What follows belongs to an exercise in optimizing a design on an open flow for small area and a short achievable clock period; a production flow would make more cautious choices.
Function was checked by simulation only, so behaviour that the tests miss may differ from the original.

==> inputs of branch violet <==
==> flow/design.v <==
package mipsPkg;
    typedef logic [32-1:0] word_t;
    typedef logic [5-1:0] regAddr_t;
    typedef enum logic [5:0] {
        OpSpecial = 6'b000000,
        OpBltz    = 6'b000001,
        OpJ       = 6'b000010,
        OpJal     = 6'b000011,
        OpBeq     = 6'b000100,
        OpBne     = 6'b000101,
        OpBgtz    = 6'b000111,
        OpAddi    = 6'b001000,
        OpAndi    = 6'b001100,
        OpOri     = 6'b001101,
        OpXori    = 6'b001110,
        OpLui     = 6'b001111
    } opcode_e;
    typedef enum logic [5:0] {
        FnSll  = 6'b000000,
        FnSrl  = 6'b000010,
        FnSra  = 6'b000011,
        FnJr   = 6'b001000,
        FnJalr = 6'b001001,
        FnAdd  = 6'b100000,
        FnSub  = 6'b100010,
        FnAnd  = 6'b100100,
        FnOr   = 6'b100101,
        FnXor  = 6'b100110,
        FnSlt  = 6'b101010
    } funct_e;
    typedef enum logic [4:0] {
        AluNop, AluAnd, AluOr, AluXor, AluAdd, AluSub, AluSlt,
        AluSll, AluSrl, AluSra, AluLui,
        AluBeq, AluBne, AluBgtz, AluBltz,
        AluJ, AluJal, AluJr, AluJalr
    } aluOp_e;
endpackage
`timescale 1ns/1ps
module regFile (
    input  logic               clk,
    input  logic               rst_i,
    input  mipsPkg::regAddr_t  raAddr_i,
    input  mipsPkg::regAddr_t  rbAddr_i,
    input  logic               wrEn_i,
    input  mipsPkg::regAddr_t  wrAddr_i,
    input  mipsPkg::word_t     wrData_i,
    output mipsPkg::word_t     raData_o,
    output mipsPkg::word_t     rbData_o
);
    mipsPkg::word_t             regs [1:32-1];
    logic [32-1:1]  vld;
    logic [32-1:1]  wrSel;
    logic [32-1:1]  rdOk;
    always_comb
    begin
        for (int i = 1; i < 32; i++)
            wrSel[i] = wrEn_i && (wrAddr_i == 5'(i));
    end
    always_ff @(posedge clk)
    begin
        for (int i = 1; i < 32; i++)
            if (wrSel[i])
                regs[i] <= wrData_i;
    end
    always_ff @(posedge clk)
    begin
        if (rst_i)
            vld <= '0;
        else
            vld <= vld | wrSel;
    end
    assign rdOk = vld & ~wrSel;
    logic hitA, hitB;
    assign hitA = wrEn_i && (wrAddr_i == raAddr_i);
    assign hitB = wrEn_i && (wrAddr_i == rbAddr_i);
    always_comb
    begin
        raData_o = hitA ? wrData_i : '0;
        rbData_o = hitB ? wrData_i : '0;
        for (int i = 1; i < 32; i++)
        begin
            if (rdOk[i] && (raAddr_i == 5'(i)))
                raData_o = raData_o | regs[i];
            if (rdOk[i] && (rbAddr_i == 5'(i)))
                rbData_o = rbData_o | regs[i];
        end
    end
endmodule
`timescale 1ns/1ps
module mipsCore (
    input  logic               clk,
    input  logic               rst_i,
    input  logic               instValid_i,
    input  mipsPkg::word_t     inst_i,
    input  mipsPkg::word_t     pc_i,
    output logic               wrEn_o,
    output mipsPkg::regAddr_t  wrAddr_o,
    output mipsPkg::word_t     wrData_o,
    output logic               jCe_o,
    output mipsPkg::word_t     jAddr_o
);
    logic [5:0]        op;
    logic [5:0]        fn;
    mipsPkg::regAddr_t rs;
    mipsPkg::regAddr_t rt;
    mipsPkg::regAddr_t rd;
    logic [4:0]        sh;
    logic [15:0]       imm;
    assign op  = inst_i[31:26];
    assign rs  = inst_i[25:21];
    assign rt  = inst_i[20:16];
    assign rd  = inst_i[15:11];
    assign sh  = inst_i[10:6];
    assign fn  = inst_i[5:0];
    assign imm = inst_i[15:0];
    logic rType;
    logic fAnd, fOr, fXor, fAdd, fSub, fSlt, fSll, fSrl, fSra, fJr, fJalr;
    logic oAddi, oAndi, oOri, oXori, oLui, oBeq, oBne, oBgtz, oBltz, oJ, oJal;
    assign rType = (op == 6'b000000);
    assign fAnd  = rType && (fn == 6'b100100);
    assign fOr   = rType && (fn == 6'b100101);
    assign fXor  = rType && (fn == 6'b100110);
    assign fAdd  = rType && (fn == 6'b100000);
    assign fSub  = rType && (fn == 6'b100010);
    assign fSlt  = rType && (fn == 6'b101010);
    assign fSll  = rType && (fn == 6'b000000);
    assign fSrl  = rType && (fn == 6'b000010);
    assign fSra  = rType && (fn == 6'b000011);
    assign fJr   = rType && (fn == 6'b001000);
    assign fJalr = rType && (fn == 6'b001001);
    assign oAddi = (op == 6'b001000);
    assign oAndi = (op == 6'b001100);
    assign oOri  = (op == 6'b001101);
    assign oXori = (op == 6'b001110);
    assign oLui  = (op == 6'b001111);
    assign oBeq  = (op == 6'b000100);
    assign oBne  = (op == 6'b000101);
    assign oBgtz = (op == 6'b000111);
    assign oBltz = (op == 6'b000001);
    assign oJ    = (op == 6'b000010);
    assign oJal  = (op == 6'b000011);
    logic              wrRd, wrRt, doWr;
    mipsPkg::regAddr_t dst;
    assign wrRd = fAnd | fOr | fXor | fAdd | fSub | fSlt | fSll | fSrl | fSra | fJalr;
    assign wrRt = oAddi | oAndi | oOri | oXori | oLui;
    assign dst  = oJal ? 5'(31) : (rType ? rd : rt);
    assign doWr = instValid_i && (wrRd || wrRt || oJal);
    mipsPkg::word_t pc4;
    mipsPkg::word_t se;
    mipsPkg::word_t ze;
    assign pc4 = pc_i + 32'd4;
    assign se  = {{16{imm[15]}}, imm};
    assign ze  = {16'h0000, imm};
    mipsPkg::word_t a;
    mipsPkg::word_t b;
    mipsPkg::word_t res;
    regFile i_regFile (
        .clk      (clk),
        .rst_i    (rst_i),
        .raAddr_i (rs),
        .rbAddr_i (rt),
        .wrEn_i   (wrEn_o),        
        .wrAddr_i (wrAddr_o),
        .wrData_i (wrData_o),
        .raData_o (a),
        .rbData_o (b)
    );
    logic           isShf, isSub, immZ, immS;
    mipsPkg::word_t bLog;
    mipsPkg::word_t bAdd;
    mipsPkg::word_t sum;
    mipsPkg::word_t rAnd, rOr, rXor;
    mipsPkg::word_t shIn;
    mipsPkg::word_t shOut;
    logic           shFill;
    logic           lt;
    assign isShf = fSll | fSrl | fSra;
    assign isSub = fSub | fSlt;
    assign immZ  = oAndi | oOri | oXori;
    assign immS  = oAddi;
    assign bLog = immZ ? ze : b;
    assign rAnd = a & bLog;
    assign rOr  = a | bLog;
    assign rXor = a ^ bLog;
    assign bAdd = immS ? se : (isSub ? ~b : b);
    logic [32:0] sumX;
    assign sumX = {a, 1'b1} + {bAdd, isSub};
    assign sum  = sumX[32:1];
    assign lt   = (a[31] != b[31]) ? a[31] : sum[31];
    always_comb
    begin
        for (int i = 0; i < 32; i++)
            shIn[i] = fSll ? b[32-1-i] : b[i];
    end
    assign shFill = fSra & b[32-1];
    logic [2*32-1:0] shWide;
    assign shWide = {{32{shFill}}, shIn} >> sh;
    assign shOut  = shWide[32-1:0];
    always_comb
    begin
        res = '0;
        if (fAdd | fSub | oAddi)
            res = res | sum;
        if (fSlt)
            res = res | {31'd0, lt};
        if (fSrl | fSra)
            res = res | shOut;
        if (fSll)
            for (int i = 0; i < 32; i++)
                res[i] = res[i] | shOut[32-1-i];
        if (oLui)
            res = res | {imm, 16'h0000};
        if (oJal | fJalr)
            res = res | pc4;
        if (fAnd | oAndi)
            res = res | rAnd;
        if (fOr | oOri)
            res = res | rOr;
        if (fXor | oXori)
            res = res | rXor;
    end
    logic           taken;
    logic           aEqB;
    mipsPkg::word_t tgt;
    logic [30:0]    brSum;
    assign aEqB = (rXor == '0);      
    always_comb
    begin
        taken = 1'b0;
        if (oJ | oJal | fJr | fJalr)
            taken = 1'b1;
        else if (oBeq)
            taken = aEqB;
        else if (oBne)
            taken = !aEqB;
        else if (oBgtz)
            taken = !a[31] && (a != '0);
        else if (oBltz)
            taken = a[31];
    end
    assign brSum = {pc_i[31:2], 1'b1} + {se[29:0], 1'b1};
    always_comb
    begin
        if (fJr | fJalr)
            tgt = a;
        else if (oJ | oJal)
            tgt = {pc4[31:28], inst_i[25:0], 2'b00};
        else
            tgt = {brSum[30:1], pc_i[1:0]};
    end
    always_ff @(posedge clk)
    begin
        if (rst_i)
        begin
            wrEn_o <= 1'b0;
            jCe_o  <= 1'b0;
        end
        else
        begin
            wrEn_o <= doWr && (dst != '0);
            jCe_o  <= instValid_i && taken;
        end
    end
    always_ff @(posedge clk)
    begin
        wrAddr_o <= dst;
        wrData_o <= res;
        jAddr_o  <= tgt;
    end
endmodule
==> flow/flow/run.sh <==
#!/bin/bash
# Standard ORFS layout with two changes:
#  - ABC maps the combinational logic with an area-recovering &nf script
#    (flow/abc_speed.script) instead of ORFS's default speed script;
#  - port buffers use sky130_fd_sc_hd__buf_1 (resized later where timing needs it).
# Registers, their names and cell types are those of the standard synthesis.
set -euo pipefail
cd "$(dirname "$0")/.."
rm -rf scripts_local
cp -r "$FLOW_HOME/scripts" scripts_local
cp flow/abc_speed.script scripts_local/abc_speed.script
export SCRIPTS_DIR="$PWD/scripts_local"
export BUFFER_PORTS_ARGS="-buffer_cell sky130_fd_sc_hd__buf_1"
bash standard.sh > flow_standard.log 2>&1
==> flow/flow/abc_speed.script <==
strash
&get -n
&st
&syn2
&synch2
&nf -R 0
&put
buffer -c
topo
stime -c
upsize -c
dnsize -c
==> flow/standard.sh <==
#!/bin/bash
# synth_recipe.tcl (not shown) runs the flow's synth.tcl, then flattens the netlist and writes it again
# the make line also repeats each setting of config.mk as NAME=value (left out here)
make -C /OpenROAD-flow-scripts/flow DESIGN_CONFIG=/design/flow/config.mk WORK_HOME=/design/flow/orfs CLKGATE_MAP_FILE= SYNTH_SCRIPT=/design/flow/synth_recipe.tcl "${@:-finish}"
==> flow/config.mk <==
export PLATFORM = sky130hd
export DESIGN_NAME = mipsCore
export DESIGN_NICKNAME = mipsCore
export VERILOG_FILES = /design/flow/design.v
export SDC_FILE = /design/flow/constraint.sdc
export NUM_CORES = 4
export LEC_CHECK = 0
export CAP_MARGIN = 20
export CORE_MARGIN = 2
export CORE_UTILIZATION = 50
export CTS_BUF_LIST = sky130_fd_sc_hd__clkbuf_8
export CTS_CLUSTER_DIAMETER = 50
export CTS_CLUSTER_SIZE = 12
export SETUP_SLACK_MARGIN = 4
export SLEW_MARGIN = 20
==> flow/constraint.sdc <==
create_clock -name core_clock -period 10.0 [get_ports {clk}]
set_input_delay 2.0000 -clock core_clock [delete_from_list [all_inputs] [get_ports {clk}]]
set_output_delay 2.0000 -clock core_clock [all_outputs]
set_load 0.01 [all_outputs]
==> inputs of branch umber, as changes to branch violet <==
CTS_BUF_LIST = unset   (was sky130_fd_sc_hd__clkbuf_8)
CTS_CLUSTER_DIAMETER = unset   (was 50)
CTS_CLUSTER_SIZE = unset   (was 12)
==> notes <==
- Die area is the same in branch violet and branch umber.
- Against branch umber, the first-iteration DRC count of branch violet is lower by about 8%.
- In branch umber the hold slack is worse than in branch violet, by 1.0 ps.
- Against branch umber, the worst setup slack of branch violet is higher by 110 ps.
- Between branch violet and branch umber, the lower design area is in branch violet (gap about 2.7%, measured against branch umber).

==> what the ideal ports hide <==
Ports are ideal in the flow. The routed layouts listed here were re-timed in OpenROAD. Step 1 sets driving cells, clkbuf_16 on the clock port and buf_2 on the other inputs (assumed; they add their load-dependent delay and slew). Step 2 also shifts input and output timing later by t, the mid clock arrival at the registers, as if the neighbouring blocks saw the same clock. Slacks: ideal / step 1 / step 2; pairs: ideal / step 1.
| run | shift t [ns] | setup WS [ns] | worst register clock-pin slew, ns |
|---|---|---|---|
| branch violet | 0.958 | 3.505 / 3.559 / 2.601 | 0.09 / 0.09 |
| branch umber | 0.821 | 3.392 / 3.394 / 2.621 | 0.07 / 0.07 |
After both steps every run listed still meets setup and hold. The setup slack of branch violet, which loses most, moves by +0.054 ns with the drivers and by -0.904 ns with both steps.
